What follows belongs to an exercise in optimizing a design on an open flow for small area and a short achievable clock period; a production flow would make more cautious choices.
Where RTL was checked, it was by simulation tests only, not by an equivalence proof against the original.
For runs 1, 3, 7 and 8, only the layout was checked, not whether the RTL still works.
No driver is modelled on the clock port, so clocking that relies on it looks cheaper here than on a real chip.
No activity file was given, so power comes from the tool's default toggle rates.

`flow/config.mk`:
```
export PLATFORM = sky130hd
export DESIGN_NAME = life
export DESIGN_NICKNAME = life
export VERILOG_FILES = /design/flow/design.v
export SDC_FILE = /design/flow/constraint.sdc
export NUM_CORES = 4
export LEC_CHECK = 0
export CAP_MARGIN = 40
export CORE_MARGIN = 2
export CORE_UTILIZATION = 40
export CTS_CLUSTER_DIAMETER = 100
export CTS_CLUSTER_SIZE = 25
export SLEW_MARGIN = 40
```
`flow/standard.sh`:
```
#!/bin/bash
# synth_recipe.tcl (not shown) runs the flow's synth.tcl, then flattens the netlist and writes it again
# the make line also repeats each setting of config.mk as NAME=value (left out here)
make -C /OpenROAD-flow-scripts/flow DESIGN_CONFIG=/design/flow/config.mk WORK_HOME=/design/flow/orfs CLKGATE_MAP_FILE= SYNTH_SCRIPT=/design/flow/synth_recipe.tcl "${@:-finish}"
```
`flow/design.v`:
```
package life_pkg;
    localparam int unsigned KEY_W = 3;
    typedef enum logic [KEY_W-1:0] {
        KEY_NONE  = 3'd0,
        KEY_UP    = 3'd1,
        KEY_DOWN  = 3'd2,
        KEY_LEFT  = 3'd3,
        KEY_RIGHT = 3'd4,
        KEY_FLIP  = 3'd5,
        KEY_NEXT  = 3'd6,
        KEY_RUN   = 3'd7
    } key_e;
    function automatic logic [15:0] life_row(input logic [15:0] a, input logic [15:0] m,
                                             input logic [15:0] b);
        logic [1:0] v [16];
        logic [1:0] p;
        logic [3:0] n;
        for (int j = 0; j < 16; j++) v[j] = {1'b0, a[j]} + {1'b0, m[j]} + {1'b0, b[j]};
        for (int j = 0; j < 16; j++) begin
            p = {1'b0, a[j]} + {1'b0, b[j]};
            n = {2'b0, v[(j + 15) % 16]} + {2'b0, v[(j + 1) % 16]} + {2'b0, p};
            life_row[j] = ((n | {3'b0, m[j]}) == 4'd3);
        end
    endfunction
endpackage
module life_data (
    input  logic        clk,
    input  logic        reset,
    input  logic        install,    
    input  logic        first,      
    input  logic        last,       
    input  logic        flip_en,
    input  logic [3:0]  flip_d,     
    input  logic [3:0]  flip_x,
    output logic [15:0] disp_row    
);
    logic [15:0][15:0] brd;         
    logic [15:0]       new_row;     
    logic [15:0]       first_row;   
    logic [15:0]       col_sel;
    assign col_sel  = flip_en ? (16'b1 << flip_x) : 16'b0;
    assign disp_row = brd[15];
    always_ff @(posedge clk or negedge reset) begin
        if (!reset) begin
            brd <= '0;
        end else begin
            for (int i = 0; i < 16; i++) begin
                if (i == 14 && install) begin
                    brd[i] <= new_row;
                end else begin
                    brd[i] <= brd[(i + 1) % 16] ^ ((flip_d == 4'((i + 1) % 16)) ? col_sel : 16'b0);
                end
            end
        end
    end
    always_ff @(posedge clk) begin
        new_row <= life_pkg::life_row(brd[15], brd[0], last ? first_row : brd[1]);
        if (first) begin
            first_row <= brd[0];
        end
    end
endmodule
module life #(
    parameter int unsigned X         = 16,
    parameter int unsigned Y         = 16,
    parameter int unsigned LOG2X     = 4,
    parameter int unsigned LOG2Y     = 4,
    parameter int unsigned HIGH_BITS = 10
) (
    input  logic             clk,
    input  logic             reset,
    input  logic [life_pkg::KEY_W-1:0] keys,
    output logic [Y-1:0]     row,
    output logic [X-1:0]     col
);
    life_pkg::key_e       key_c;
    life_pkg::key_e       key_q;      
    logic                 sweep;      
    logic                 swap;       
    logic                 swap_q;     
    logic                 install_c;  
    logic [7:0]           k;          
    logic [LOG2X-1:0]     cx;         
    logic [LOG2Y-1:0]     cd;         
    logic                 run_mode;
    logic [HIGH_BITS-1:0] prescaler;
    logic                 scan_on;    
    logic             idle_c;
    logic             start_c;
    logic             edit_c;
    logic [X-1:0]     disp_row;
    assign key_c   = life_pkg::key_e'(keys);
    assign idle_c  = !sweep && !swap;
    assign start_c = idle_c && ((key_c == life_pkg::KEY_NEXT) || (run_mode && (&prescaler)));
    assign edit_c  = idle_c && (key_c != life_pkg::KEY_NEXT) && (key_c != life_pkg::KEY_RUN);
    always_ff @(posedge clk or negedge reset) begin
        if (!reset) begin
            sweep  <= 1'b0;
            swap   <= 1'b0;
            swap_q <= 1'b0;
        end else begin
            swap   <= sweep && (&k);
            swap_q <= swap;
            sweep  <= start_c || (sweep && !(&k));
        end
    end
    always_ff @(posedge clk) begin
        k <= sweep ? k + 1'b1 : 8'd0;
    end
    assign install_c = (sweep && (k[7:4] == 4'hf) && (k[3:1] != 3'd0)) || swap || swap_q;
    always_ff @(posedge clk or negedge reset) begin
        if (!reset) begin
            key_q <= life_pkg::KEY_NONE;
            cx    <= '0;
            cd    <= '0;
        end else begin
            key_q <= edit_c ? key_c : life_pkg::KEY_NONE;
            cd    <= cd - 1'b1;
            case (key_q)
                life_pkg::KEY_UP:    cd <= cd - 2'd2;
                life_pkg::KEY_DOWN:  cd <= cd;
                life_pkg::KEY_LEFT:  cx <= cx - 1'b1;
                life_pkg::KEY_RIGHT: cx <= cx + 1'b1;
                default: ;
            endcase
        end
    end
    always_ff @(posedge clk or negedge reset) begin
        if (!reset) begin
            prescaler <= '0;
            run_mode  <= 1'b0;
        end else begin
            prescaler <= prescaler + 1'b1;
            if (key_c == life_pkg::KEY_RUN) begin
                run_mode <= ~run_mode;
            end
        end
    end
    always_ff @(posedge clk or negedge reset) begin
        if (!reset) begin
            scan_on <= 1'b0;
            row     <= '0;
        end else begin
            scan_on <= 1'b1;
            row     <= {row[Y-2:0], row[Y-1] | !scan_on};
        end
    end
    assign col = disp_row;
    life_data l_data (
        .clk      (clk),
        .reset    (reset),
        .install  (install_c),
        .first    (sweep && (k == 8'd241)),
        .last     (swap),
        .flip_en  (key_q == life_pkg::KEY_FLIP),
        .flip_d   (cd),
        .flip_x   (cx),
        .disp_row (disp_row)
    );
endmodule
```
`flow/constraint.sdc`:
```
create_clock -name core_clock -period 9.0 [get_ports {clk}]
set_input_delay 1.8000 -clock core_clock [delete_from_list [all_inputs] [get_ports {clk}]]
set_output_delay 1.8000 -clock core_clock [all_outputs]
set_load 0.01 [all_outputs]
```
`flow/flow/unroot.tcl`:
```
# Remove the clock tree's root buffer: the clock port then drives the tree's first-level
# buffers (two) directly, one buffer less on every register's clock path.
set odb_file $::env(UNROOT_ODB)
read_db $odb_file
set block [ord::get_db_block]
set clk_net [$block findNet clk]
set root ""
foreach iterm [$clk_net getITerms] {
    if {[$iterm isInputSignal]} {
        set root [$iterm getInst]
    }
}
if {$root == "" || [llength [$clk_net getITerms]] != 1} {
    puts "unroot: clock port does not drive a single root buffer; layout left as it is"
    exit 0
}
set out_net [[$root findITerm X] getNet]
set loads [$out_net getITerms]
puts "unroot: root [$root getName] drives [expr {[llength $loads] - 1}] buffers"
if {[llength $loads] - 1 > 4} {
    puts "unroot: too many first-level buffers; layout left as it is"
    exit 0
}
foreach iterm $loads {
    if {[$iterm getInst] != $root} {
        $iterm disconnect
        $iterm connect $clk_net
    }
}
[$root findITerm A] disconnect
[$root findITerm X] disconnect
odb::dbInst_destroy $root
odb::dbNet_destroy $out_net
write_db $odb_file
puts "unroot: done"
```
`flow/flow/run.sh`:
```
#!/bin/bash
# Standard layout with the port buffers a buf_2 and a tighter setup margin for repair,
# and the clock tree's root buffer removed after clock tree synthesis.
set -euo pipefail
ARGS=(SETUP_SLACK_MARGIN=6.2 "BUFFER_PORTS_ARGS=-buffer_cell sky130_fd_sc_hd__buf_2")
bash standard.sh "${ARGS[@]}" cts > flow_to_cts.log 2>&1
UNROOT_ODB=orfs/results/sky130hd/life/base/4_cts.odb openroad -no_init -exit flow/unroot.tcl > unroot.log 2>&1
bash standard.sh "${ARGS[@]}" finish > flow_to_finish.log 2>&1
```
==> flow_summary.yaml, run 1 <==
placed_design:
  io_buffer_count: 36
  dp_slack_ns: 5.86
  place.gp.congestion: 0.839
  dp_hpwl_um: 21700
synth:
  yosysWarnings: 3
  yosysTopAreaCell: "dfrtp_1"
  synth_top_area_share_pct: 47.9
  synth.most_common_cell: "dfrtp_1"
  ys_ff_latch: 338
  synthesis.area_mm2: 0.0156
  yosysSeqAreaShare_pct: 54.1
  synth_commonest_cells: "298 x dfrtp_1, 177 x nor2_1, 160 x nand2_1, 147 x xor2_1, 145 x xnor2_1"
  synth_fp_nets: 1463
  synthTopCellsByArea: "dfrtp_1 48%, xor2_1 8.3%, xnor2_1 8.2%"
  synth_ff_type: "dfrtp_1"
  ys_types: 51
  synth_edf_count: 16
  async_flop_share_pct: 88.2
  synth_cells: 1381
  syn_area_per_cell_um2: 11.3
cts:
  clk_path_buf_depth: 3
  cts_root_buf: "clkbuf_16"
  tritoncts: "done"
  ctsHtreeMaxLevel: 1
  insertion_delay_ns: 0.39
  numCtsBuffers: 17
  hold_buffers: 0
  clk_pin_slew_ns: 0.10
  clock_sinks: 338
floorplan:
  design.die.area_mm2: 0.0405
  chipHeight_um: 201
  core_mm2: 0.0386
  die-width_um: 201
  io-pin-count: 37
  rows: 72
  initial_core_util_pct: 40.3
timing:
  finalWorstSetupSlack_ns: 6.11
  finClkSkew_ns: 0.0224
  finalSetupViolCount: 0
  fin_crit_ns: 2.89
  rsz0062_at_grt: "true"
  worst_slew_pin_slew_ns: 0.846
  setup_tns_ns: 0
  fin_crit_sh_pct: 32.1
  max_slew_margin_pct: 43.4
  finalHoldViolCount: 0
  slew_violations: 0
  max_freq_mhz: 347
pwr:
  report.power.total_w: 0.00261
  power.density_mw_per_mm2: 149
  vdd_drop_max_v: 0.0000991
  power_leakage_nw: 8.30
final_layout:
  area_delta_synth_final_pct: 12.9
  nNetsFinal: 1500
  drive_gt1_share_pct: 17.3
  fill_cells: 3558
detailed_routing:
  drc: 0
  vias: 9267
  wl_per_cell_um: 16.8
  postRouteAntennaNets: 0
  dr.pass1.iters: 5
  drtIter0Drc: 531
  vias_per_cell: 4.77
  routed_wl_um: 32700
worst_hold_path:
  hold_path_class: "reg -> reg"
global_routing:
  grt-ovfl-total: 0
  grt_usage_pct: 16.6
  grt_pass1_vias: 9701
  grt_antenna_before_repair: 1
  grt_pass1_wl_um: 53500
  grt_max_degree: 62
job:
  cap_violations: 0
worst_setup_path:
  cp_max_fo: 8
  arrival_ns: 3.16
  required_ns: 9.28
  setup.worst_path.start_class: "register"
  worst_setup_path_end_kind: "register"
  crit_family: "adder cells"
  crit_slowest_cell: "fa_2"
  path_cells: "buf_6 > buf_16 > mux2i_4 > fa_2 > nor2_2 > fa_1 > ha_1 > nand2_1 > a21oi_1 > o221a_2"
  critPathKind: "reg -> reg"
  path_buf_inv: 2
  critPathMaxStageDelay_ns: 0.54
status:
  outcome: "complete, no violations"
flip-flops by register name, summed over array words and instances, names as in the netlist:
name and cells:
row 16, scan_on 1, k 8, swap 1, cx 4, l_data.first_row 16
key_q 3, prescaler 10, swap_q 1, sweep 1, l_data.new_row 16, l_data.brd 256
cd 4, run_mode 1
worst register-to-register path, delay by kind of cell, from the launching register on:
kind,cells,cell delay (ns)
AOI/OAI and AO/OA,2,0.29
adders and majority gates,3,1.22
buffers and inverters,2,0.31
DFF,1,0.49
muxes,1,0.27
and+or+nand+nor,2,0.21
per-stage QoR:
step	utilization [%]	instances	cell area (um2)	hold slack (ns)
global placement	41.7	1864	16100	0.357
CTS	45.1	1934	17400	0.385
finish	45.5	1944	17600	0.382
global route	45.5	1943	17600	0.391
detailed placement	41.9	1866	16200	0.361
floorplan	-	1381	15600	0.385
cell families (layout without fill, tap and decap cells):
group / Yosys count / after routing / synth area share, %
mux: 17 / 17 / 1.11
other cells: 1 / 2 / 0.0241
simple gates: 445 / 445 / 12.6
fa+ha+maj: 77 / 77 / 8.56
buf+inv: 142 / 186 / 4.03
flops: 338 / 338 / 54.1
compound gates: 69 / 69 / 3.15
xor+xnor: 292 / 292 / 16.4
path summary, 6_finish.rpt:
path                       startpoint                end  slack, ns  depth (start not counted)
max                              swap  l_data.new_row[9]       6.11                         10
min                           row[14]            row[15]       0.38                          0
max reg2reg                      swap  l_data.new_row[9]       6.11                         10
min reg2reg                   row[14]            row[15]       0.38                          0
max in group asynchronous       reset    l_data.brd[195]       6.47                          3
min in group asynchronous       reset     l_data.brd[23]       1.25                          1
report_power, final:
group          total [W]  switching (W)  internal [W]
Clock           0.000820       0.000474      0.000346
Sequential       0.00157      0.0000315       0.00154
Combinational   0.000220       0.000169     0.0000516
placed cells by master (no fill, tap or decap), types with 10 or more instances in the layout:
master / count
and3_1: 10
buf_4: 52
nor2_1: 165
fa_1: 20
nor2_2: 11
a21oi_1: 10
fa_2: 29
inv_1: 63
dfrtp_1: 285
o221a_2: 18
xor2_1: 147
and2_0: 12
mux2i_4: 12
edfxtp_1: 16
buf_2: 23
buf_6: 17
clkbuf_16: 16
dfrtp_2: 13
ha_2: 14
ha_1: 13
nand3_1: 21
dfxtp_1: 24
nand2_1: 155
o21ai_1: 16
nor3_1: 12
xnor2_1: 145
routing by layer:
layer / GRT usage, % / routed length, um / vias up
li1: - / - / 4372
met5: 0 / 0 / -
met4: 4.12 / 726 / 0
met2: 26.5 / 15200 / 133
met1: 23.9 / 15400 / 4719
met3: 2.49 / 1350 / 43
final cells by class:
type                       count  area, um2  share of cell area [%]
sequential                   338       8430                    48.0
multi-input combinational    901       6950                    39.6
tap                          518        648                    3.69
antenna                        1       2.50                  0.0142
clock buffer                  24        440                    2.51
timing repair buffer          98        842                    4.79
clock inverter                 1       11.3                  0.0641
inverter                      63        236                    1.35
timing repair:
action	CTS	global route
setup buffers	40	10
resized for setup	110	32
gates cloned	2	0
endpoints found under the setup margin	48	19
pin swaps	43	27
==> run 2: changes to the inputs <==
--- a/flow/design.v
+++ b/flow/design.v
@@ -35,9 +35,11 @@
     output logic [15:0] disp_row    
 );
     logic [15:0][15:0] brd;         
-    logic [15:0]       new_row;     
+    logic [15:0]       prev_row;    
     logic [15:0]       first_row;   
+    logic [15:0]       new_row;
     logic [15:0]       col_sel;
+    assign new_row  = life_pkg::life_row(prev_row, brd[15], last ? first_row : brd[0]);
     assign col_sel  = flip_en ? (16'b1 << flip_x) : 16'b0;
     assign disp_row = brd[15];
     always_ff @(posedge clk or negedge reset) begin
@@ -54,9 +56,9 @@
         end
     end
     always_ff @(posedge clk) begin
-        new_row <= life_pkg::life_row(brd[15], brd[0], last ? first_row : brd[1]);
+        prev_row <= brd[15];
         if (first) begin
-            first_row <= brd[0];
+            first_row <= brd[15];
         end
     end
 endmodule
@@ -150,8 +152,8 @@
         .clk      (clk),
         .reset    (reset),
         .install  (install_c),
-        .first    (sweep && (k == 8'd241)),
-        .last     (swap),
+        .first    (sweep && (k == 8'd242)),
+        .last     (swap_q),
         .flip_en  (key_q == life_pkg::KEY_FLIP),
         .flip_d   (cd),
         .flip_x   (cx),
==> run 2 against run 1 <==
Effect of this change:
- power up 15%
- worst hold slack worse by 0.0084 ns
- sequential power increased by 7%
- critical path type unchanged
- largest power group unchanged
==> flow_summary.yaml, run 2 <==
floorplan:
  die-width_um: 201
  io-pin-count: 37
  core_mm2: 0.0385
  design.die.area_mm2: 0.0404
  chipHeight_um: 201
  initial_core_util_pct: 40.4
  rows: 72
pwr:
  power_leakage_nw: 8.61
  power_frac_seq_pct: 56.0
  vdd_drop_max_v: 0.000126
  p_comb_share_pct: 14.5
  p_switching_w: 0.000886
  p_int_w: 0.00211
  power_switching_share_pct: 29.6
  power_frac_clock_pct: 29.5
  power.density_mw_per_mm2: 169
placed_design:
  place.gp.congestion: 0.800
  place_inst: 1846
  dp_hpwl_um: 21400
  io_buffer_count: 36
  dp_slack_ns: 5.76
timing:
  fin_crit_ns: 2.99
  slew_violations: 0
  max_slew_margin_pct: 44.7
  finalSetupViolCount: 0
  finalWorstSetupSlack_ns: 6.01
  finalHoldViolCount: 0
  rsz0062_at_grt: "true"
  fin_crit_sh_pct: 33.2
  finClkSkew_ns: 0.0246
  max_freq_mhz: 335
  worst_slew_pin_slew_ns: 0.828
  setup_tns_ns: 0
worst_setup_path:
  cp_max_fo: 5
  required_ns: 9.32
  r2r-start: "swap_q"
  setup.worst_path.start_class: "register"
  crit_start: "swap_q"
  reg2reg_depth: 11
  arrival_ns: 3.31
  critPathKind: "reg -> reg"
  worst_setup_path_end_kind: "register"
detailed_routing:
  routed_wl_um: 32400
  drc: 0
  wl_per_cell_um: 16.8
  vias_per_cell: 4.75
  dr.pass1.iters: 5
  vias: 9161
  postRouteAntennaNets: 0
  drtIter0Drc: 566
synth:
  synth_edf_count: 16
  ys_types: 53
  syn_area_per_cell_um2: 11.4
  synth_commonest_cells: "298 x dfrtp_1, 189 x nor2_1, 172 x xor2_1, 134 x nand2_1, 120 x xnor2_1"
  synth_top_area_share_pct: 48.0
  yosysTopAreaCell: "dfrtp_1"
  synth_ff_type: "dfrtp_1"
  synthTopCellsByArea: "dfrtp_1 48%, xor2_1 9.7%, xnor2_1 6.8%"
  synth_fp_nets: 1440
  yosysSeqAreaShare_pct: 54.2
  async_flop_share_pct: 88.2
  synth_cells: 1358
  synth.most_common_cell: "dfrtp_1"
  yosysWarnings: 3
  ys_ff_latch: 338
  synthesis.area_mm2: 0.0155
final_layout:
  seqCellArea_mm2: 0.00844
  fill_cells: 3467
  drive_gt1_share_pct: 17.2
  multi_input_area_mm2: 0.00695
  mostFrequentLayoutCells: "284 x dfrtp_1, 179 x nor2_1, 172 x xor2_1"
  top_register: "l_data.brd"
  largest_reg_flops: 256
  nNetsFinal: 1482
  area_delta_synth_final_pct: 13.9
  stdcell_count: 1927
  final_common_cell: "dfrtp_1"
  antenna_cells: 0
worst_hold_path:
  min_path_cells: 0
  hold_path_class: "reg -> reg"
  holdCritStartpoint: "row[8]"
global_routing:
  grt_pass1_wl_um: 52800
  grt_antenna_before_repair: 0
  grt-ovfl-total: 0
  grt_usage_pct: 16.4
  grt_pass1_vias: 9500
  grt_max_degree: 96
cts:
  numCtsBuffers: 18
  clock_sinks: 338
  ctsHtreeMaxLevel: 1
  clk_pin_slew_ns: 0.10
  clk_path_buf_depth: 3
  hold_buffers: 0
  cts_root_buf: "clkbuf_16"
  tritoncts: "done"
  insertion_delay_ns: 0.40
job:
  cap_violations: 0
status:
  outcome: "complete, no violations"
==> run 2: what timing repair did <==
action / in CTS / in global routing
gates resized for setup: 102 / 48
endpoints found under the setup margin: 48 / 63
pin swaps: 48 / 46
cloned: 0 / 1
setup buffers: 39 / 13
==> run 2: worst max-delay path: stages, from the launching register on <==
cell and delay (ns):
dfrtp_4 0.54, buf_12 0.16, buf_8 0.13, mux2i_4 0.19, fa_2 0.67, nor2_2 0.05, fa_1 0.52, ha_2 0.20
nand2_2 0.05, a21oi_2 0.13, o221ai_2 0.12, mux2i_1 0.15
==> run 2: path summary, 6_finish.rpt <==
path	to	slack (ns)
setup / recovery	l_data.brd[228]	6.01
hold / removal	row[9]	0.37
setup reg to reg	l_data.brd[228]	6.01
hold reg to reg	row[9]	0.37
max in group asynchronous	l_data.brd[70]	6.57
min in group asynchronous	row[0]	1.31
==> run 2: final cells by class <==
type | instances | share of cell area (%)
Clock buffer | 24 | 2.67
Clock inverter | 4 | 0.255
Inverter | 62 | 1.32
Multi-Input combinational cell | 884 | 39.3
Sequential cell | 338 | 47.7
Tap cell | 518 | 3.67
Timing Repair Buffer | 97 | 5.03
==> run 2: stage by stage <==
step	utilization [%]	power (W)	hold WS [ns]	instance area, um2
after floorplan	-	0.00197	0.390	15500
after global placement	41.8	0.00211	0.354	16100
after detailed placement	42.0	0.00213	0.355	16100
after CTS	45.2	0.00306	0.376	17400
after global routing	46.0	0.00315	0.384	17700
final	46.0	0.00300	0.373	17700
==> run 2: power by group through the flow <==
stage	Clock, W	Combinational, W	Sequential (W)
2_1_floorplan	0	0.000315	0.00166
3_3_place_gp	0	0.000404	0.00171
3_5_place_dp	0	0.000419	0.00171
4_1_cts	0.000945	0.000435	0.00168
5_1_grt	0.000970	0.000488	0.00169
6_report	0.000883	0.000434	0.00168
==> run 2: metal layers <==
layer / GRT usage, % / part of all wire, % / vias up
met5: 0 / 0 / -
met4: 3.31 / 1.6 / 0
met3: 2.21 / 3.6 / 31
met2: 26.1 / 47 / 130
met1: 24.1 / 48 / 4687
li1: - / - / 4313
==> run 2: kinds of logic after synthesis <==
logic type	synth area share (%)
DFF	54.2
adders and majority gates	8.57
AOI/OAI and AO/OA	2.39
muxes	2.22
buffers and inverters	3.92
xor gates and xnor gates	16.5
and+or+nand+nor	12.2
other	0.0242
==> run 3: changes to the inputs <==
--- a/flow/design.v
+++ b/flow/design.v
@@ -35,11 +35,9 @@
     output logic [15:0] disp_row    
 );
     logic [15:0][15:0] brd;         
-    logic [15:0]       prev_row;    
-    logic [15:0]       first_row;   
-    logic [15:0]       new_row;
+    logic [15:0]       new_row;     
+    logic [15:0]       first_new;   
     logic [15:0]       col_sel;
-    assign new_row  = life_pkg::life_row(prev_row, brd[15], last ? first_row : brd[0]);
     assign col_sel  = flip_en ? (16'b1 << flip_x) : 16'b0;
     assign disp_row = brd[15];
     always_ff @(posedge clk or negedge reset) begin
@@ -49,6 +47,8 @@
             for (int i = 0; i < 16; i++) begin
                 if (i == 14 && install) begin
                     brd[i] <= new_row;
+                end else if (i == 15 && last) begin
+                    brd[i] <= first_new;
                 end else begin
                     brd[i] <= brd[(i + 1) % 16] ^ ((flip_d == 4'((i + 1) % 16)) ? col_sel : 16'b0);
                 end
@@ -56,9 +56,9 @@
         end
     end
     always_ff @(posedge clk) begin
-        prev_row <= brd[15];
+        new_row <= life_pkg::life_row(brd[15], brd[0], brd[1]);
         if (first) begin
-            first_row <= brd[15];
+            first_new <= new_row;
         end
     end
 endmodule
@@ -109,7 +109,7 @@
     always_ff @(posedge clk) begin
         k <= sweep ? k + 1'b1 : 8'd0;
     end
-    assign install_c = (sweep && (k[7:4] == 4'hf) && (k[3:1] != 3'd0)) || swap || swap_q;
+    assign install_c = (sweep && (k[7:4] == 4'hf) && ((k[3:2] != 2'd0) || (&k[1:0]))) || swap || swap_q;
     always_ff @(posedge clk or negedge reset) begin
         if (!reset) begin
             key_q <= life_pkg::KEY_NONE;
==> run 3 against run 2 <==
Effect of this change:
- worst hold slack gained 0.0075 ns
- via count shrank 0.45%
- die area is 0.72% higher
- register-to-register slack better by 0.39 ns
- largest cell class unchanged
==> flow_summary.yaml, run 3 <==
synth:
  synth_cells: 1386
  yosysWarnings: 3
  synth_top_area_share_pct: 47.7
  ys_types: 58
  async_flop_share_pct: 88.2
  synth_edf_count: 16
  yosysSeqAreaShare_pct: 53.8
  synthesis.area_mm2: 0.0156
  synth_fp_nets: 1468
  synth_commonest_cells: "298 x dfrtp_1, 170 x nor2_1, 166 x nand2_1, 163 x xnor2_1, 129 x xor2_1"
  synthTopCellsByArea: "dfrtp_1 48%, xnor2_1 9.1%, xor2_1 7.2%"
  syn_area_per_cell_um2: 11.3
  ys_ff_latch: 338
  synth_ff_type: "dfrtp_1"
  yosysTopAreaCell: "dfrtp_1"
  synth.most_common_cell: "dfrtp_1"
worst_setup_path:
  cp_max_fo: 2
  critPathMaxStageDelay_ns: 0.46
  crit_start: "l_data.brd[251]"
  setup.worst_path.start_class: "register"
  critPathKind: "reg -> out"
  path_buf_inv: 1
  cp_num_cells: 1
  crit_family: "flip-flops"
  required_ns: 7.20
  crit_slowest_cell: "dfrtp_2"
  r2r-start: "l_data.brd[253]"
  path_cells: "buf_6"
  arrival_ns: 0.98
  reg2reg_depth: 8
  rr_endpoint: "l_data.new_row[12]"
  worst-r2r-setup-slack_ns: 6.40
  worst_setup_path_end_kind: "output pin"
  critPathCapture: "col[11]"
global_routing:
  grt_usage_pct: 16.1
  grt_pass1_vias: 9426
  grt_max_degree: 103
  grt-ovfl-total: 0
  grt_antenna_before_repair: 0
  grt_pass1_wl_um: 51900
timing:
  slew_violations: 0
  max_slew_margin_pct: 47.6
  finalSetupViolCount: 0
  setup_tns_ns: 0
  rsz0062_at_grt: "false"
  worst_slew_pin_slew_ns: 0.787
  fin_crit_sh_pct: 30.9
  finClkSkew_ns: 0.0307
  fin_crit_ns: 2.78
  finalHoldViolCount: 0
  max_freq_mhz: 360
detailed_routing:
  drtIter0Drc: 401
  routed_wl_um: 31600
  wl_per_cell_um: 16.4
  wl_met2_um: 14600
  maxUsedRoutingLayer: "met4"
  wl_met1_um: 15300
  drc: 0
  postRouteAntennaNets: 0
  dr_wl_met3_um: 876
  vias: 9120
  dr.pass1.iters: 5
  vias_per_cell: 4.74
final_layout:
  mostFrequentLayoutCells: "291 x dfrtp_1, 170 x nor2_1, 166 x nand2_1"
  top_register: "l_data.brd"
  stdcell_count: 1924
  area_delta_synth_final_pct: 8.38
  nNetsFinal: 1478
  largest_reg_flops: 256
  drive_gt1_share_pct: 9.53
  antenna_cells: 0
  final_common_cell: "dfrtp_1"
floorplan:
  die-width_um: 202
  design.die.area_mm2: 0.0407
  rows: 72
  chipHeight_um: 202
  core_mm2: 0.0386
  initial_core_util_pct: 40.5
  io-pin-count: 37
pwr:
  power.density_mw_per_mm2: 176
  vdd_drop_max_v: 0.000132
  power_leakage_nw: 7.96
status:
  outcome: "complete, no violations"
cts:
  clock_sinks: 338
  clk_pin_slew_ns: 0.11
  clk_path_buf_depth: 3
  cts_root_buf: "clkbuf_16"
  ctsHtreeMaxLevel: 1
  hold_buffers: 0
  tritoncts: "done"
  insertion_delay_ns: 0.39
  numCtsBuffers: 17
placed_design:
  place_inst: 1877
  io_buffer_count: 36
  place.gp.congestion: 0.861
  dp_hpwl_um: 21600
job:
  cap_violations: 0
worst_hold_path:
  hold_path_class: "reg -> reg"
[run 3: cell count changes after synthesis, moves of 17 or more]
cell,delta
nand2_1,+32
xnor2_1,+43
o21ai_0,+17
and2_1,+17
o221a_2,+18
nor2_1,-19
mux2i_1,-30
xor2_1,-43
[run 3: layer usage]
layer / global-route usage (%) / up-vias
met3: 1.78 / 39
li1: - / 4360
met1: 23.5 / 4596
met5: 0 / -
met2: 25.6 / 125
met4: 4.20 / 0
[run 3: logic make-up after synthesis]
kind of cell	share of synthesized area, %
DFF	53.8
AOI/OAI and AO/OA	4.12
muxes	0.0640
other	0.0240
buffers and inverters	3.94
xor gates and xnor gates	16.4
and+or+nand+nor	13.2
adders and majority gates	8.51
[run 3: worst reg2reg max path: cells and delay by family, from the launching register on]
family | cells | cell delay, ns
AO/OA/AOI/OAI | 2 | 0.29
AND/OR/NAND/NOR | 2 | 0.26
buffers and inverters | 1 | 0.17
adder cells (fa/ha/maj) | 3 | 1.37
flip-flops | 1 | 0.44
[run 3: worst min-delay path by stage]
stage	from	end	slack, ns	cells after the start
after CTS	row[6]	row[7]	0.38	0
final	row[6]	row[7]	0.38	0
after floorplan	scan_on	row[0]	0.39	1
after global placement	row[10]	row[11]	0.36	0
after detailed placement	row[6]	row[7]	0.36	0
after global routing	row[1]	row[2]	0.40	0
[run 3: power by group]
| group | total, W | switching [W] | internal (W) |
|---|---|---|---|
| logic | 0.000446 | 0.000292 | 0.000155 |
| registers | 0.00169 | 0.000112 | 0.00158 |
| clock network | 0.000844 | 0.000473 | 0.000371 |
| total | 0.00298 | 0.000877 | 0.00210 |
[run 3: cell type report]
cell class / count / area, um2
clock buffer: 26 / 438
inverter: 62 / 233
timing repair buffer: 62 / 532
clock inverter: 2 / 38.8
sequential: 338 / 8430
multi-input combinational: 916 / 6640
tap: 518 / 648
fill: 3559 / 21700
[run 3: per-stage QoR]
| step | util, % | hold slack (ns) | power, W | setup slack [ns] | cell area (um2) |
|---|---|---|---|---|---|
| floorplan | - | 0.390 | 0.00200 | 6.62 | 15600 |
| global placement | 41.8 | 0.357 | 0.00215 | 5.53 | 16200 |
| detailed placement | 42.0 | 0.360 | 0.00216 | 5.91 | 16200 |
| CTS | 43.8 | 0.384 | 0.00305 | 6.06 | 16900 |
| global route | 43.9 | 0.401 | 0.00313 | 6.20 | 17000 |
| finish | 43.9 | 0.381 | 0.00298 | 6.22 | 17000 |
[run 3: timing repair]
action                                  CTS  global route
resized for setup                        19             2
gates cloned                              0             1
setup buffers                            18             0
endpoints found under the setup margin   32            77
==> run 4: changes to the inputs <==
--- a/flow/design.v
+++ b/flow/design.v
@@ -28,7 +28,7 @@
     input  logic        reset,
     input  logic        install,    
     input  logic        first,      
-    input  logic        last,       
+    input  logic        first_in,   
     input  logic        flip_en,
     input  logic [3:0]  flip_d,     
     input  logic [3:0]  flip_x,
@@ -47,7 +47,7 @@
             for (int i = 0; i < 16; i++) begin
                 if (i == 14 && install) begin
                     brd[i] <= new_row;
-                end else if (i == 15 && last) begin
+                end else if (i == 15 && first_in) begin
                     brd[i] <= first_new;
                 end else begin
                     brd[i] <= brd[(i + 1) % 16] ^ ((flip_d == 4'((i + 1) % 16)) ? col_sel : 16'b0);
@@ -153,7 +153,7 @@
         .reset    (reset),
         .install  (install_c),
         .first    (sweep && (k == 8'd242)),
-        .last     (swap_q),
+        .first_in (swap_q),
         .flip_en  (key_q == life_pkg::KEY_FLIP),
         .flip_d   (cd),
         .flip_x   (cx),
--- a/flow/config.mk
+++ b/flow/config.mk
@@ -7,7 +7,7 @@
 export LEC_CHECK = 0
 export CAP_MARGIN = 40
 export CORE_MARGIN = 2
-export CORE_UTILIZATION = 40
+export CORE_UTILIZATION = 60
 export CTS_CLUSTER_DIAMETER = 100
 export CTS_CLUSTER_SIZE = 25
 export SLEW_MARGIN = 40
==> run 4 against run 3 <==
Effect of this change:
- critical endpoint is now col[14]
- synthesized cell count stayed put
- synthesized area stayed put
- utilization increased by 20 points
- critical path type unchanged
- die area is 33% lower
- via count rose by 0.26%
- still clean on timing, DRC and antenna
- largest power group unchanged
- power down 1.3%
==> flow_summary.yaml, run 4 <==
synth:
  synth_cells: 1386
  synth_ff_type: "dfrtp_1"
  yosysTopAreaCell: "dfrtp_1"
  synth_top_area_share_pct: 47.7
  synth.most_common_cell: "dfrtp_1"
  synth_edf_count: 16
  synth_commonest_cells: "298 x dfrtp_1, 170 x nor2_1, 166 x nand2_1, 163 x xnor2_1, 129 x xor2_1"
  yosysSeqAreaShare_pct: 53.8
  ys_types: 58
  synthTopCellsByArea: "dfrtp_1 48%, xnor2_1 9.1%, xor2_1 7.2%"
  yosysWarnings: 3
  ys_ff_latch: 338
  synth_fp_nets: 1468
  synthesis.area_mm2: 0.0156
  async_flop_share_pct: 88.2
  syn_area_per_cell_um2: 11.3
placed_design:
  place.gp.congestion: 0.846
  postPlaceCellArea_mm2: 0.0159
  dp_slack_ns: 5.83
  io_buffer_count: 36
  dp_hpwl_um: 21100
cts:
  cts_root_buf: "clkbuf_16"
  insertion_delay_ns: 0.38
  numCtsBuffers: 17
  clk_path_buf_depth: 3
  ctsHtreeMaxLevel: 1
  clock_sinks: 338
  clk_pin_slew_ns: 0.10
  hold_buffers: 0
  tritoncts: "done"
timing:
  finalHoldViolCount: 0
  finalWorstSetupSlack_ns: 6.26
  fin_crit_sh_pct: 30.5
  finClkSkew_ns: 0.0148
  slew_violations: 0
  setup_tns_ns: 0
  fin_crit_ns: 2.74
  worst_slew_pin_slew_ns: 0.783
  max_slew_margin_pct: 47.8
  holdWs_ns: 0.378
  rsz0062_at_grt: "true"
  finalSetupViolCount: 0
  max_freq_mhz: 364
final_layout:
  mostFrequentLayoutCells: "291 x dfrtp_1, 170 x nor2_1, 166 x nand2_1"
  largest_reg_flops: 256
  area_delta_synth_final_pct: 6.14
  final_common_cell: "dfrtp_1"
  drive_gt1_share_pct: 9.48
  top_register: "l_data.brd"
  antenna_cells: 0
  final_area_mm2: 0.0166
  nNetsFinal: 1476
pwr:
  vdd_drop_max_v: 0.000175
  power_leakage_nw: 7.90
  power.density_mw_per_mm2: 177
  report.power.total_w: 0.00294
global_routing:
  grt_pass1_vias: 9111
  gr-max-usage-layer: "met2"
  grt_usage_pct: 23.7
  grt_pass1_wl_um: 50000
  grt_use_met3_pct: 2.52
  met1_usage_pct: 36.5
  grt_max_degree: 93
  grt-ovfl-total: 0
  grt_antenna_before_repair: 0
  grtUsageMet2_pct: 37.4
worst_setup_path:
  critPathMaxStageDelay_ns: 0.44
  critPathKind: "reg -> out"
  setup.worst_path.start_class: "register"
  crit_family: "flip-flops"
  cp_max_fo: 2
  required_ns: 7.20
  worst_setup_path_end_kind: "output pin"
  path_cells: "buf_6"
  crit_slowest_cell: "dfrtp_2"
  arrival_ns: 0.94
  reg2reg_depth: 8
  cp_num_cells: 1
  path_buf_inv: 1
job:
  cap_violations: 0
floorplan:
  die-width_um: 165
  design.die.area_mm2: 0.0274
  initial_core_util_pct: 60.5
  io-pin-count: 37
  core_mm2: 0.0258
  chipHeight_um: 165
  rows: 59
worst_hold_path:
  min_path_cells: 0
  hold_path_class: "reg -> reg"
detailed_routing:
  postRouteAntennaNets: 0
  routed_wl_um: 30600
  drc: 0
  drtIter0Drc: 693
  vias_per_cell: 5.26
  vias: 9144
  dr.pass1.iters: 5
  wl_per_cell_um: 17.6
status:
  outcome: "complete, no violations"
## run 4: cell counts after synthesis
Identical to the previous run, type by type.
## run 4: timing repair
action | CTS | global route
resized for setup | 16 | 5
setup buffers | 17 | 0
setup endpoints to repair | 32 | 166
pin swaps | 0 | 0
## run 4: cell families after synthesis
kind of cell / share of synthesized area, %
and+or+nand+nor: 13.2
DFF: 53.8
xor gates and xnor gates: 16.4
buffers and inverters: 3.94
AOI/OAI and AO/OA: 4.12
adders and majority gates: 8.51
other: 0.0240
muxes: 0.0640
## run 4: area by class of cell
class,instances,area [um2]
clock inverters,2,15.0
flip-flops and latches,338,8430
inverters,62,233
repair buffers,60,435
well taps,335,419
clock buffers,25,434
fillers,2058,9240
multi-input cells,916,6640
## run 4: final timing paths
check,endpoint,slack (ns),start
min in group asynchronous,l_data.brd[248],1.43,reset
min reg2reg,row[8],0.38,row[7]
max in group asynchronous,l_data.brd[219],6.44,reset
min,row[8],0.38,row[7]
max,col[14],6.26,l_data.brd[254]
max reg2reg,l_data.new_row[15],6.42,l_data.brd[254]
## run 4: worst register-to-register path, delay by kind of cell, from the launching register on
kind | cells | cell delay [ns]
adder cells (fa/ha/maj) | 3 | 1.32
AO/OA/AOI/OAI | 2 | 0.30
AND/OR/NAND/NOR | 2 | 0.24
flip-flops | 1 | 0.44
buffers and inverters | 1 | 0.17
## run 4: power by group
part | internal, W | switching [W]
logic | 0.000150 | 0.000295
registers | 0.00158 | 0.000112
clock network | 0.000341 | 0.000466
## run 4: through the flow
step | std cells | util, %
after global routing | 1738 | 64.3
after floorplan | 1386 | -
after detailed placement | 1694 | 61.7
final | 1738 | 64.3
after global placement | 1694 | 61.7
after CTS | 1739 | 64.3
## run 4: metal layers
layer	wire (um)	vias up
li1	-	4352
met1	14900	4616
met2	14100	145
met3	1180	31
met4	448	0
met5	0	-
==> run 5: changes to the inputs <==
--- a/flow/config.mk
+++ b/flow/config.mk
@@ -7,7 +7,7 @@
 export LEC_CHECK = 0
 export CAP_MARGIN = 40
 export CORE_MARGIN = 2
-export CORE_UTILIZATION = 60
+export CORE_UTILIZATION = 40
 export CTS_CLUSTER_DIAMETER = 100
 export CTS_CLUSTER_SIZE = 25
 export SLEW_MARGIN = 40
==> run 5 against run 4 <==
Effect of this change:
- critical endpoint is now col[11]
- critical path depth stayed put
- largest cell class unchanged
- largest power group unchanged
- clock skew increased by 0.011 ns
- still clean
- fmax is 0.95% lower
==> flow_summary.yaml, run 5 <==
detailed_routing:
  vias_per_cell: 4.70
  maxUsedRoutingLayer: "met4"
  drtIter0Drc: 494
  drc: 0
  dr.pass1.iters: 4
  dr_wl_met3_um: 951
  wl_met2_um: 14400
  vias: 9052
  wl_per_cell_um: 16.3
  wl_met1_um: 15500
  routed_wl_um: 31400
  postRouteAntennaNets: 0
final_layout:
  final_core_util_pct: 43.9
  fill_cells: 3538
  area_delta_synth_final_pct: 8.36
  largest_reg_flops: 256
  drive_gt1_share_pct: 9.94
  antenna_cells: 0
  final_common_cell: "dfrtp_1"
  top_register: "l_data.brd"
  nNetsFinal: 1481
  mostFrequentLayoutCells: "290 x dfrtp_1, 170 x nor2_1, 166 x nand2_1"
cts:
  numCtsBuffers: 17
  clk_path_buf_depth: 3
  clk_pin_slew_ns: 0.11
  hold_buffers: 0
  insertion_delay_ns: 0.39
  clock_sinks: 338
  ctsHtreeMaxLevel: 1
  cts_root_buf: "clkbuf_16"
  tritoncts: "done"
global_routing:
  grt_pass1_wl_um: 51900
  grt_antenna_before_repair: 0
  grt_usage_pct: 16.0
  grt_pass1_vias: 9189
  grt_max_degree: 97
  grt-ovfl-total: 0
floorplan:
  chipHeight_um: 202
  initial_core_util_pct: 40.5
  design.die.area_mm2: 0.0407
  die-width_um: 202
  rows: 72
  core_mm2: 0.0386
  io-pin-count: 37
synth:
  ys_ff_latch: 338
  synth_xor_area_share_pct: 16.4
  synth_fa_ha_area_share_pct: 8.51
  synth_fp_nets: 1468
  synth_top_family_by_area: "XOR/XNOR gates"
  synth_mux_area_share_pct: 0.0640
  yosysWarnings: 3
  synth_edf_count: 16
  yosysTopAreaCell: "dfrtp_1"
  yosysSeqAreaShare_pct: 53.8
  synth_compound_area_share_pct: 4.12
  synth_cells: 1386
  synth_ff_type: "dfrtp_1"
  synth.most_common_cell: "dfrtp_1"
  async_flop_share_pct: 88.2
  synth_top_area_share_pct: 47.7
  synthSimpleGateAreaFrac_pct: 13.2
  synth_commonest_cells: "298 x dfrtp_1, 170 x nor2_1, 166 x nand2_1, 163 x xnor2_1, 129 x xor2_1"
  synthTopCellsByArea: "dfrtp_1 48%, xnor2_1 9.1%, xor2_1 7.2%"
  ys_types: 58
  syn_area_per_cell_um2: 11.3
  synthesis.area_mm2: 0.0156
pwr:
  power.density_mw_per_mm2: 175
  power_leakage_nw: 7.96
  vdd_drop_max_v: 0.000126
timing:
  fin_crit_ns: 2.77
  finalWorstSetupSlack_ns: 6.23
  setup_tns_ns: 0
  finalHoldViolCount: 0
  fin_crit_sh_pct: 30.8
  slew_violations: 0
  worst_slew_pin_slew_ns: 0.817
  max_freq_mhz: 361
  finClkSkew_ns: 0.0262
  max_slew_margin_pct: 45.5
  rsz0062_at_grt: "true"
  finalSetupViolCount: 0
placed_design:
  place.gp.congestion: 0.842
  io_buffer_count: 36
  dp_slack_ns: 6.14
  dp_hpwl_um: 21700
worst_setup_path:
  cp_max_fo: 2
  arrival_ns: 0.97
  critPathMaxStageDelay_ns: 0.45
  crit_slowest_cell: "dfrtp_2"
  r2r-start: "l_data.brd[253]"
  setup.worst_path.start_class: "register"
  path_buf_inv: 1
  critPathKind: "reg -> out"
  worst_setup_path_end_kind: "output pin"
  path_cells: "buf_6"
  crit_family: "flip-flops"
  required_ns: 7.20
  crit_start: "l_data.brd[251]"
job:
  cap_violations: 0
worst_hold_path:
  hold_path_class: "reg -> reg"
  holdCritStartpoint: "row[12]"
status:
  outcome: "complete, no violations"
[run 5: changes by cell type in the layout (fill, tap and decap cells not counted), sizes merged]
| cell | previous run | this run |
|---|---|---|
| buf | 60 | 65 |
| clkinv | 0 | 2 |
| inv | 64 | 63 |
[run 5: cell type report]
cell class,count,area [um2],area share (%)
clock buffer,25,434,2.56
multi-input combinational,916,6640,39.2
clock inverter,3,16.3,0.0960
tap,518,648,3.82
timing repair buffer,65,548,3.23
inverter,62,233,1.37
sequential,338,8430,49.7
[run 5: cell families after synthesis]
logic type / after synthesis
AO/OA/AOI/OAI: 86
XOR/XNOR: 292
adder cells (fa/ha/maj): 77
buffers and inverters: 132
flip-flops: 338
multiplexers: 1
other: 1
AND/OR/NAND/NOR: 459
[run 5: path summary, 6_finish.rpt]
check                                endpoint  slack (ns)  depth (start not counted)
max                                   col[11]        6.23                          1
min                                   row[13]        0.38                          0
max reg2reg                l_data.new_row[12]        6.40                          8
min reg2reg                           row[13]        0.38                          0
max in group asynchronous     l_data.brd[253]        6.55                          3
min in group asynchronous     l_data.brd[184]        1.23                          1
[run 5: what timing repair did]
action,in CTS,in global routing
hold endpoints to repair,0,0
endpoints found under the setup margin,32,24
buffers inserted,21,0
gates resized for setup,22,2
cloned,0,0
[run 5: power breakdown]
group	internal, W	switching, W	total [W]
Combinational	0.000155	0.000293	0.000448
Sequential	0.00158	0.000115	0.00169
Clock	0.000341	0.000475	0.000816
Total	0.00208	0.000883	0.00296
[run 5: metrics by stage]
stage / cell area [um2] / std cells / hold slack, ns / total power [W]
2_1_floorplan: 15600 / 1386 / 0.390 / 0.00200
4_1_cts: 17000 / 1928 / 0.386 / 0.00303
5_1_grt: 16900 / 1927 / 0.399 / 0.00312
6_report: 16900 / 1927 / 0.384 / 0.00296
3_5_place_dp: 16200 / 1878 / 0.361 / 0.00217
3_3_place_gp: 16200 / 1875 / 0.356 / 0.00215
[run 5: layer usage]
metal  vias to the layer above  track usage (%)
met5                         -                0
met4                         0             3.31
met3                        27             1.78
met2                       122             25.6
met1                      4539             23.8
li1                       4364                -
==> run 6: changes to the inputs <==
==> flow/flow/run.sh (replaced) <==
#!/bin/bash
# Standard layout with the port buffers a buf_2 and a tighter setup margin for repair,
# and the clock tree's root buffer removed after clock tree synthesis.
set -euo pipefail
ARGS=(SETUP_SLACK_MARGIN=6.0 "BUFFER_PORTS_ARGS=-buffer_cell sky130_fd_sc_hd__buf_2")
bash standard.sh "${ARGS[@]}" cts > flow_to_cts.log 2>&1
UNROOT_ODB=orfs/results/sky130hd/life/base/4_cts.odb openroad -no_init -exit flow/unroot.tcl > unroot.log 2>&1
bash standard.sh "${ARGS[@]}" finish > flow_to_finish.log 2>&1
==> run 6 against run 5 <==
Effect of this change:
- via count is 0.35% lower
- critical path depth stayed put
- synthesized area stayed put
- global-route usage is 0.24 points higher
- register-to-register slack better by 0.03 ns
- final area is 0.96% lower
- critical endpoint unchanged
- first-iteration DRC count is 15% higher
- routed wire length is 0.50% higher
- cell count is 0.99% lower
- fmax is 2.7% lower
- clock power is 12% higher
- count of clock-buffer cells in the layout is 4 higher
==> flow_summary.yaml, run 6 <==
status:
  outcome: "complete, no violations"
synth:
  synth_fa_ha_area_share_pct: 8.51
  synth_cells: 1386
  synth_mux_area_share_pct: 0.0640
  synth_top_family_by_area: "XOR/XNOR gates"
  yosysWarnings: 3
  ys_ff_latch: 338
  synth_ff_type: "dfrtp_1"
  ys_types: 58
  synth_fp_nets: 1468
  synth_compound_area_share_pct: 4.12
  synth_edf_count: 16
  async_flop_share_pct: 88.2
  synthesis.area_mm2: 0.0156
  synth_top_area_share_pct: 47.7
  syn_area_per_cell_um2: 11.3
  synth_commonest_cells: "298 x dfrtp_1, 170 x nor2_1, 166 x nand2_1, 163 x xnor2_1, 129 x xor2_1"
  yosysTopAreaCell: "dfrtp_1"
  synthSimpleGateAreaFrac_pct: 13.2
  synth.most_common_cell: "dfrtp_1"
  synth_xor_area_share_pct: 16.4
  yosysSeqAreaShare_pct: 53.8
  synthTopCellsByArea: "dfrtp_1 48%, xnor2_1 9.1%, xor2_1 7.2%"
worst_setup_path:
  path_buf_inv: 1
  worst_setup_path_end_kind: "output pin"
  cp_max_fo: 4
  critPathKind: "reg -> out"
  arrival_ns: 1.05
  path_cells: "buf_2"
  crit_slowest_cell: "dfrtp_2"
  setup.worst_path.start_class: "register"
  critPathMaxStageDelay_ns: 0.48
  crit_family: "flip-flops"
  required_ns: 7.20
cts:
  cts_setup_buffers: 0
  insertion_delay_ns: 0.39
  cts_root_buf: "clkbuf_16"
  tritoncts: "done"
  clk_path_buf_depth: 3
  clock_sinks: 338
  numCtsBuffers: 18
  clk_pin_slew_ns: 0.11
  ctsHtreeMaxLevel: 1
timing:
  max_freq_mhz: 351
  finalWorstSetupSlack_ns: 6.15
  fin_crit_ns: 2.85
  finalSetupViolCount: 0
  slew_violations: 0
  worst_slew_pin_slew_ns: 0.784
  finClkSkew_ns: 0.0272
  finalHoldViolCount: 0
  setup_tns_ns: 0
  max_slew_margin_pct: 47.7
  rsz0062_at_grt: "false"
  fin_crit_sh_pct: 31.6
detailed_routing:
  dr.pass1.iters: 5
  vias: 9020
  vias_per_cell: 4.73
  postRouteAntennaNets: 0
  wl_per_cell_um: 16.6
  drc: 0
  routed_wl_um: 31600
  drtIter0Drc: 567
floorplan:
  die-width_um: 202
  core_mm2: 0.0386
  io-pin-count: 37
  chipHeight_um: 202
  initial_core_util_pct: 40.5
  design.die.area_mm2: 0.0407
  rows: 72
global_routing:
  grt-ovfl-total: 0
  grt_usage_pct: 16.3
  grtUsageMet2_pct: 26.0
  grt_max_degree: 100
  grt_pass1_vias: 9320
  grt_use_met3_pct: 2.14
  gr-max-usage-layer: "met2"
  met1_usage_pct: 23.7
  grt_pass1_wl_um: 52700
  grt_antenna_before_repair: 0
final_layout:
  drive_gt1_share_pct: 8.27
  mostFrequentLayoutCells: "294 x dfrtp_1, 170 x nor2_1, 166 x nand2_1"
  largest_reg_flops: 256
  seqCellArea_mm2: 0.00842
  area_delta_synth_final_pct: 7.32
  fill_cells: 3593
  final_common_cell: "dfrtp_1"
  top_register: "l_data.brd"
  multi_input_area_mm2: 0.00663
  nNetsFinal: 1460
  stdcell_count: 1908
  antenna_cells: 0
placed_design:
  io_buffer_count: 36
  dp_hpwl_um: 21800
  dp_slack_ns: 5.93
  place.gp.congestion: 0.854
  place_inst: 1877
pwr:
  vdd_drop_max_v: 0.000103
  power.density_mw_per_mm2: 182
  power_leakage_nw: 7.87
worst_hold_path:
  hold_path_class: "reg -> reg"
job:
  cap_violations: 0
-- run 6: cell families (layout without fill, tap and decap cells) --
group / after synthesis / in the layout
DFF: 338 / 338
other: 1 / 1
xor gates and xnor gates: 292 / 292
and+or+nand+nor: 459 / 459
buffers and inverters: 132 / 136
adders and majority gates: 77 / 77
AOI/OAI and AO/OA: 86 / 86
muxes: 1 / 1
-- run 6: path summary, 6_finish.rpt --
check                                     end             from  depth (start not counted)  slack (ns)
max                                   col[11]  l_data.brd[251]                          1        6.15
min                                    row[2]           row[1]                          0        0.38
max reg2reg                l_data.new_row[15]  l_data.brd[240]                          8        6.43
min reg2reg                            row[2]           row[1]                          0        0.38
max in group asynchronous     l_data.brd[141]            reset                          3        6.42
min in group asynchronous     l_data.brd[136]            reset                          1        1.31
-- run 6: repair_timing --
item,4_1_cts,5_1_grt
resized for setup,4,1
hold buffers,0,0
setup endpoints to repair,4,2
endpoints found under the hold margin,0,0
pin swaps,0,0
cloned,0,0
-- run 6: final cells by class --
| cell class | instances | share of cell area, % |
|---|---|---|
| Timing Repair Buffer | 43 | 1.76 |
| Sequential cell | 338 | 50.2 |
| Tap cell | 518 | 3.86 |
| Clock buffer | 29 | 3.06 |
| Clock inverter | 2 | 0.276 |
| Inverter | 62 | 1.39 |
| Multi-Input combinational cell | 916 | 39.5 |
-- run 6: per-stage QoR --
| stage | total power [W] | util [%] | cell area, um2 | hold WS (ns) |
|---|---|---|---|---|
| after floorplan | 0.00200 | - | 15600 | 0.390 |
| after global placement | 0.00215 | 41.8 | 16200 | 0.356 |
| after detailed placement | 0.00217 | 42.0 | 16200 | 0.360 |
| after CTS | 0.00312 | 43.5 | 16800 | 0.382 |
| after global routing | 0.00321 | 43.4 | 16800 | 0.392 |
| final | 0.00305 | 43.4 | 16800 | 0.379 |
-- run 6: routing by layer --
metal	share of wire [%]	vias up
met1	47	4553
met3	3.8	37
met4	2.2	0
met5	0	-
met2	47	116
li1	-	4314
-- run 6: report_power, final --
part	switching [W]	total (W)	internal [W]
registers	0.000114	0.00169	0.00158
logic	0.000292	0.000442	0.000150
clock network	0.000507	0.000912	0.000406
total	0.000913	0.00305	0.00213
==> run 7: changes to the inputs <==
--- a/flow/design.v
+++ b/flow/design.v
@@ -13,13 +13,13 @@
     function automatic logic [15:0] life_row(input logic [15:0] a, input logic [15:0] m,
                                              input logic [15:0] b);
         logic [1:0] v [16];
-        logic [1:0] p;
-        logic [3:0] n;
+        logic [2:0] h [16];
+        logic [2:0] s;
         for (int j = 0; j < 16; j++) v[j] = {1'b0, a[j]} + {1'b0, m[j]} + {1'b0, b[j]};
+        for (int j = 0; j < 16; j++) h[j] = {1'b0, v[j]} + {1'b0, v[(j + 1) % 16]};
         for (int j = 0; j < 16; j++) begin
-            p = {1'b0, a[j]} + {1'b0, b[j]};
-            n = {2'b0, v[(j + 15) % 16]} + {2'b0, v[(j + 1) % 16]} + {2'b0, p};
-            life_row[j] = ((n | {3'b0, m[j]}) == 4'd3);
+            s = h[(j + 15) % 16] + {1'b0, v[(j + 1) % 16]};
+            life_row[j] = (s == 3'd3) || (m[j] && (s == 3'd4));
         end
     endfunction
 endpackage
==> flow/flow/run.sh (replaced) <==
#!/bin/bash
# Standard layout with the port buffers a buf_2 and a tighter setup margin for repair,
# and the clock tree's root buffer removed after clock tree synthesis.
set -euo pipefail
ARGS=(SETUP_SLACK_MARGIN=6.2 "BUFFER_PORTS_ARGS=-buffer_cell sky130_fd_sc_hd__buf_2")
bash standard.sh "${ARGS[@]}" cts > flow_to_cts.log 2>&1
UNROOT_ODB=orfs/results/sky130hd/life/base/4_cts.odb openroad -no_init -exit flow/unroot.tcl > unroot.log 2>&1
bash standard.sh "${ARGS[@]}" finish > flow_to_finish.log 2>&1
==> run 7 against run 6 <==
Effect of this change:
- still clean
- clock power down 12%
- final area up 0.59%
- sequential power about the same
- utilization up 0.15 points
- highest routed layer unchanged
- via count up 1.3%
- non-clock buffer count up 14
- register-to-register slack about the same
- critical path depth unchanged
==> flow_summary.yaml, run 7 <==
status:
  outcome: "complete, no violations"
detailed_routing:
  drc: 0
  postRouteAntennaNets: 0
  vias_per_cell: 4.72
  routed_wl_um: 30700
  vias: 9139
  wl_per_cell_um: 15.8
  drtIter0Drc: 469
  dr.pass1.iters: 5
final_layout:
  nNetsFinal: 1468
  seqCellArea_mm2: 0.00842
  fill_cells: 3711
  top_register: "l_data.brd"
  final_area_mm2: 0.0169
  largest_reg_flops: 256
  antenna_cells: 0
  area_delta_synth_final_pct: 7.11
  final_common_cell: "dfrtp_1"
  drive_gt1_share_pct: 10.1
  mostFrequentLayoutCells: "293 x dfrtp_1, 189 x xnor2_1, 160 x nand2_1"
  multi_input_area_mm2: 0.00671
timing:
  fin_crit_ns: 2.77
  finClkSkew_ns: 0.0306
  finalHoldViolCount: 0
  slew_violations: 0
  max_slew_margin_pct: 51.1
  worst_slew_pin_slew_ns: 0.733
  finalSetupViolCount: 0
  setup_tns_ns: 0
  rsz0062_at_grt: "true"
  fin_crit_sh_pct: 30.8
  max_freq_mhz: 361
global_routing:
  grt_pass1_vias: 9343
  grt_usage_pct: 15.5
  grt_max_degree: 100
  grt_pass1_wl_um: 51200
  grt-ovfl-total: 0
  grt_antenna_before_repair: 0
synth:
  synth_xor_area_share_pct: 18.7
  async_flop_share_pct: 88.2
  synth_compound_area_share_pct: 4.37
  yosysTopAreaCell: "dfrtp_1"
  synth_commonest_cells: "298 x dfrtp_1, 189 x xnor2_1, 160 x nand2_1, 147 x xor2_1, 120 x nor2_1"
  synth_top_area_share_pct: 47.3
  synth_cells: 1425
  synthSimpleGateAreaFrac_pct: 13.5
  ys_types: 64
  yosysSeqAreaShare_pct: 53.4
  synth_mux_area_share_pct: 0.317
  yosysWarnings: 4
  synth_fa_ha_area_share_pct: 5.46
  synth_ff_type: "dfrtp_1"
  synth.most_common_cell: "dfrtp_1"
  synthTopCellsByArea: "dfrtp_1 47%, xnor2_1 11%, xor2_1 8.2%"
  ys_ff_latch: 338
  synthesis.area_mm2: 0.0158
  synth_fp_nets: 1479
  synth_edf_count: 16
  synth_top_family_by_area: "XOR/XNOR gates"
  syn_area_per_cell_um2: 11.1
floorplan:
  initial_core_util_pct: 40.7
  die-width_um: 203
  core_mm2: 0.0387
  rows: 72
  chipHeight_um: 203
  design.die.area_mm2: 0.0410
  io-pin-count: 37
worst_setup_path:
  critPathMaxStageDelay_ns: 0.45
  setup.worst_path.start_class: "register"
  arrival_ns: 0.97
  cp_max_fo: 2
  worst_setup_path_end_kind: "output pin"
  crit_slowest_cell: "dfrtp_2"
  path_buf_inv: 1
  critPathKind: "reg -> out"
  required_ns: 7.20
  crit_family: "flip-flops"
  path_cells: "buf_6"
worst_hold_path:
  hold_path_class: "reg -> reg"
cts:
  ctsHtreeMaxLevel: 1
  clk_pin_slew_ns: 0.10
  clock_sinks: 338
  numCtsBuffers: 17
  insertion_delay_ns: 0.38
  tritoncts: "done"
  cts_root_buf: "clkbuf_16"
  hold_buffers: 0
  clk_path_buf_depth: 3
job:
  cap_violations: 0
placed_design:
  dp_hpwl_um: 20900
  postPlaceCellArea_mm2: 0.0163
  io_buffer_count: 36
  place.gp.congestion: 0.788
pwr:
  power_leakage_nw: 7.70
  vdd_drop_max_v: 0.000132
  power.density_mw_per_mm2: 172
==> run 7: cell count changes after synthesis, sizes merged, moves of 6 or more <==
cell,previous run,this run
xnor2,163,189
xor2,129,147
clkbuf,23,38
a21o,1,12
o221a,18,0
nand2,166,160
a31o,1,12
nor2,170,140
nor4,1,12
fa,49,17
a21oi,35,29
maj3,0,12
o21ai,22,34
==> run 7: worst paths after layout <==
check | cells after the start | slack, ns | to | start
worst max-delay path | 1 | 6.23 | col[9] | l_data.brd[249]
worst min-delay path | 0 | 0.36 | row[6] | row[5]
worst max register to register | 4 | 6.42 | l_data.brd[19] | key_q[0]
worst min register to register | 0 | 0.36 | row[6] | row[5]
max in group asynchronous | 3 | 6.54 | l_data.brd[16] | reset
min in group asynchronous | 1 | 1.33 | swap_q | reset
==> run 7: power by group <==
group	switching (W)	leakage, nW	total (W)	internal, W
Sequential	0.0000970	4.38	0.00167	0.00157
Clock	0.000469	0.211	0.000805	0.000336
Combinational	0.000287	3.11	0.000422	0.000135
==> run 7: final cells by class <==
type / count / share of cell area (%)
Multi-Input combinational cell: 943 / 39.7
Inverter: 58 / 1.29
Sequential cell: 338 / 49.9
Timing Repair Buffer: 57 / 2.66
Clock inverter: 1 / 0.0963
Tap cell: 518 / 3.84
Clock buffer: 22 / 2.50
==> run 7: per-layer routing <==
metal	GRT usage, %	part of all wire [%]
met5	0	0
met4	3.39	1.6
met2	25.9	48
met1	22.0	47
met3	1.56	2.9
==> run 7: kinds of logic (layout without fill, tap and decap cells) <==
logic type | Yosys count | count (layout)
and+or+nand+nor | 439 | 439
DFF | 338 | 338
xor gates and xnor gates | 336 | 336
buffers and inverters | 144 | 138
AOI/OAI and AO/OA | 101 | 101
adders and majority gates | 61 | 61
muxes | 5 | 5
other | 1 | 1
==> run 7: timing repair <==
action	CTS	global route
gates cloned	0	1
setup endpoints to repair	32	99
pin swaps	0	0
gates resized for setup	9	1
buffers inserted	12	2
==> run 7: stage by stage <==
stage | util (%) | cells | hold WS (ns) | worst slack (ns) | total power, W
2_1_floorplan | - | 1425 | 0.390 | 6.66 | 0.00197
3_3_place_gp | 41.8 | 1897 | 0.362 | 5.55 | 0.00210
3_5_place_dp | 42.0 | 1899 | 0.359 | 5.92 | 0.00212
4_1_cts | 43.5 | 1935 | 0.361 | 6.07 | 0.00296
5_1_grt | 43.6 | 1937 | 0.371 | 6.20 | 0.00304
6_report | 43.6 | 1937 | 0.363 | 6.23 | 0.00290
==> run 8: changes to the inputs <==
--- a/flow/config.mk
+++ b/flow/config.mk
@@ -7,7 +7,7 @@
 export LEC_CHECK = 0
 export CAP_MARGIN = 40
 export CORE_MARGIN = 2
-export CORE_UTILIZATION = 40
+export CORE_UTILIZATION = 60
 export CTS_CLUSTER_DIAMETER = 100
 export CTS_CLUSTER_SIZE = 25
 export SLEW_MARGIN = 40
==> run 8 against run 7 <==
Effect of this change:
- still clean
- first-iteration DRC count up 38%
- cell count down 9.8%
- global-route usage up 6.5 points
- non-clock buffer count down 4
- worst hold slack better by 0.017 ns
- combinational power down 1%
- highest routed layer unchanged
==> flow_summary.yaml, run 8 <==
detailed_routing:
  vias: 9013
  drc: 0
  dr.pass1.iters: 7
  vias_per_cell: 5.16
  postRouteAntennaNets: 0
  routed_wl_um: 29400
  drtIter0Drc: 646
  wl_per_cell_um: 16.8
worst_setup_path:
  critPathKind: "reg -> out"
  r2r-start: "l_data.brd[17]"
  critPathMaxStageDelay_ns: 0.44
  crit_family: "flip-flops"
  setup.worst_path.start_class: "register"
  path_buf_inv: 1
  crit_slowest_cell: "dfrtp_1"
  worst_setup_path_end_kind: "output pin"
  crit_start: "l_data.brd[247]"
  required_ns: 7.20
  path_cells: "buf_2"
  cp_max_fo: 2
  arrival_ns: 0.98
pwr:
  power_leakage_nw: 7.66
  p_int_w: 0.00204
  vdd_drop_max_v: 0.000186
  power_frac_seq_pct: 58.0
  p_switching_w: 0.000837
  report.power.total_w: 0.00287
  power.density_mw_per_mm2: 174
  power_frac_clock_pct: 27.6
  p_comb_share_pct: 14.5
  power_switching_share_pct: 29.1
job:
  cap_violations: 0
worst_hold_path:
  holdCritStartpoint: "row[7]"
  hold_path_class: "reg -> reg"
global_routing:
  grt_antenna_before_repair: 0
  grt_usage_pct: 22.0
  grt_pass1_wl_um: 49000
  grt_pass1_vias: 8951
  grt_use_met3_pct: 2.24
  met1_usage_pct: 35.1
  grt-ovfl-total: 0
  grt_max_degree: 101
  grtUsageMet2_pct: 34.1
  gr-max-usage-layer: "met1"
timing:
  worst_slew_pin_slew_ns: 0.643
  slew_violations: 0
  max_freq_mhz: 360
  finalWorstSetupSlack_ns: 6.22
  fin_crit_sh_pct: 30.9
  finalHoldViolCount: 0
  max_slew_margin_pct: 57.1
  finalSetupViolCount: 0
  fin_crit_ns: 2.78
  rsz0062_at_grt: "true"
  setup_tns_ns: 0
  finClkSkew_ns: 0.0245
cts:
  clock_sinks: 338
  clk_pin_slew_ns: 0.11
  clk_path_buf_depth: 3
  cts_root_buf: "clkbuf_16"
  numCtsBuffers: 17
  ctsHtreeMaxLevel: 1
  tritoncts: "done"
  insertion_delay_ns: 0.39
  hold_buffers: 0
synth:
  synth_top_area_share_pct: 47.3
  async_flop_share_pct: 88.2
  synth_commonest_cells: "298 x dfrtp_1, 189 x xnor2_1, 160 x nand2_1, 147 x xor2_1, 120 x nor2_1"
  ys_ff_latch: 338
  synth_edf_count: 16
  synth_cells: 1425
  synthesis.area_mm2: 0.0158
  yosysWarnings: 4
  ys_types: 64
  syn_area_per_cell_um2: 11.1
  synthTopCellsByArea: "dfrtp_1 47%, xnor2_1 11%, xor2_1 8.2%"
  synth_ff_type: "dfrtp_1"
  yosysSeqAreaShare_pct: 53.4
  yosysTopAreaCell: "dfrtp_1"
  synth_fp_nets: 1479
  synth.most_common_cell: "dfrtp_1"
final_layout:
  mostFrequentLayoutCells: "297 x dfrtp_1, 189 x xnor2_1, 160 x nand2_1"
  largest_reg_flops: 256
  top_register: "l_data.brd"
  antenna_cells: 0
  fill_cells: 2051
  drive_gt1_share_pct: 9.62
  area_delta_synth_final_pct: 4.97
  nNetsFinal: 1464
  final_common_cell: "dfrtp_1"
floorplan:
  chipHeight_um: 166
  initial_core_util_pct: 60.8
  rows: 59
  core_mm2: 0.0259
  die-width_um: 166
  io-pin-count: 37
  design.die.area_mm2: 0.0276
placed_design:
  place.gp.congestion: 0.842
  io_buffer_count: 36
  dp_slack_ns: 5.82
  dp_hpwl_um: 20100
status:
  outcome: "complete, no violations"
## run 8: cell counts after synthesis
No cell type changed its count.
## run 8: cell type report
cell class	count	area, um2	share of cell area, %
Tap cell	335	419	2.53
Timing Repair Buffer	53	352	2.12
Multi-Input combinational cell	943	6710	40.5
Clock inverter	1	16.3	0.0983
Clock buffer	20	415	2.51
Inverter	58	218	1.32
Sequential cell	338	8420	50.9
## run 8: path summary, 6_finish.rpt
path,depth (start not counted),slack (ns),endpoint
worst max-delay path,1,6.22,col[7]
worst min-delay path,0,0.38,row[8]
worst max register to register,9,6.44,l_data.new_row[0]
worst min register to register,0,0.38,row[8]
max in group asynchronous,3,6.43,l_data.brd[221]
min in group asynchronous,1,1.31,row[14]
## run 8: cell families after synthesis
| logic type | count (synthesis) | synth area share (%) |
|---|---|---|
| AOI/OAI and AO/OA | 101 | 4.37 |
| buffers and inverters | 144 | 4.30 |
| DFF | 338 | 53.4 |
| adders and majority gates | 61 | 5.46 |
| muxes | 5 | 0.317 |
| xor gates and xnor gates | 336 | 18.7 |
| and+or+nand+nor | 439 | 13.5 |
| other | 1 | 0.0238 |
## run 8: through the flow
step           hold WS, ns  util (%)  instances  area (um2)
3_5_place_dp         0.360      61.7       1716       16000
3_3_place_gp         0.358      61.6       1716       16000
6_report             0.379      63.9       1748       16500
2_1_floorplan        0.390         -       1425       15800
4_1_cts              0.382      63.8       1748       16500
5_1_grt              0.395      63.9       1748       16500
## run 8: power groups by stage
stage	Combinational (W)	Sequential [W]	Clock, W
5_1_grt	0.000470	0.00168	0.000874
3_5_place_dp	0.000418	0.00170	0
2_1_floorplan	0.000325	0.00164	0
3_3_place_gp	0.000408	0.00169	0
4_1_cts	0.000421	0.00166	0.000847
6_report	0.000416	0.00167	0.000792
## run 8: per-layer routing
metal / vias to the layer above / wire, um
li1: 4446 / -
met1: 4444 / 15100
met2: 101 / 13200
met3: 22 / 832
met4: 0 / 302
met5: - / 0
## run 8: timing repair
item | in CTS | in global routing
buffers inserted | 10 | 0
resized for setup | 0 | 3
setup endpoints to repair | 32 | 95

## port drivers added, routing unchanged
Ports are ideal in the flow. The routed layouts listed here were re-timed in OpenROAD. Step 1 sets driving cells, clkbuf_16 on the clock port and buf_2 on the other inputs (assumed; they add their load-dependent delay and slew). Step 2 times the ports against the registers' clock, not the clock port: input delays grow and output delays shrink by t, the midpoint of the rising clock arrivals with the driver on. Slacks: ideal / step 1 / step 2; pairs: ideal / step 1.
run | t (ns) | setup WS [ns] | clock arrival spread, ns | worst register clock-pin slew, ns | worst data-port slew with drivers (ns)
run 1 | 0.435 | 6.114 / 6.114 / 6.045 | 0.023 / 0.022 | 0.11 / 0.11 | 0.05
run 2 | 0.448 | 6.012 / 6.012 / 6.012 | 0.027 / 0.027 | 0.10 / 0.10 | 0.05
run 3 | 0.452 | 6.221 / 6.146 / 6.160 | 0.031 / 0.031 | 0.11 / 0.11 | 0.05
run 4 | 0.430 | 6.256 / 6.195 / 6.024 | 0.016 / 0.016 | 0.10 / 0.10 | 0.05
run 5 | 0.439 | 6.229 / 6.166 / 6.120 | 0.026 / 0.026 | 0.11 / 0.11 | 0.05
run 6 | 0.444 | 6.153 / 6.090 / 5.982 | 0.038 / 0.038 | 0.11 / 0.11 | 0.05
run 7 | 0.432 | 6.231 / 6.166 / 6.127 | 0.031 / 0.031 | 0.10 / 0.10 | 0.05
run 8 | 0.438 | 6.219 / 6.154 / 6.004 | 0.025 / 0.025 | 0.11 / 0.11 | 0.05
After both steps every run listed still meets setup and hold. The setup slack of run 4, which loses most, moves by -0.061 ns with the drivers and by -0.232 ns with both steps. Setup slack includes reset recovery checks.
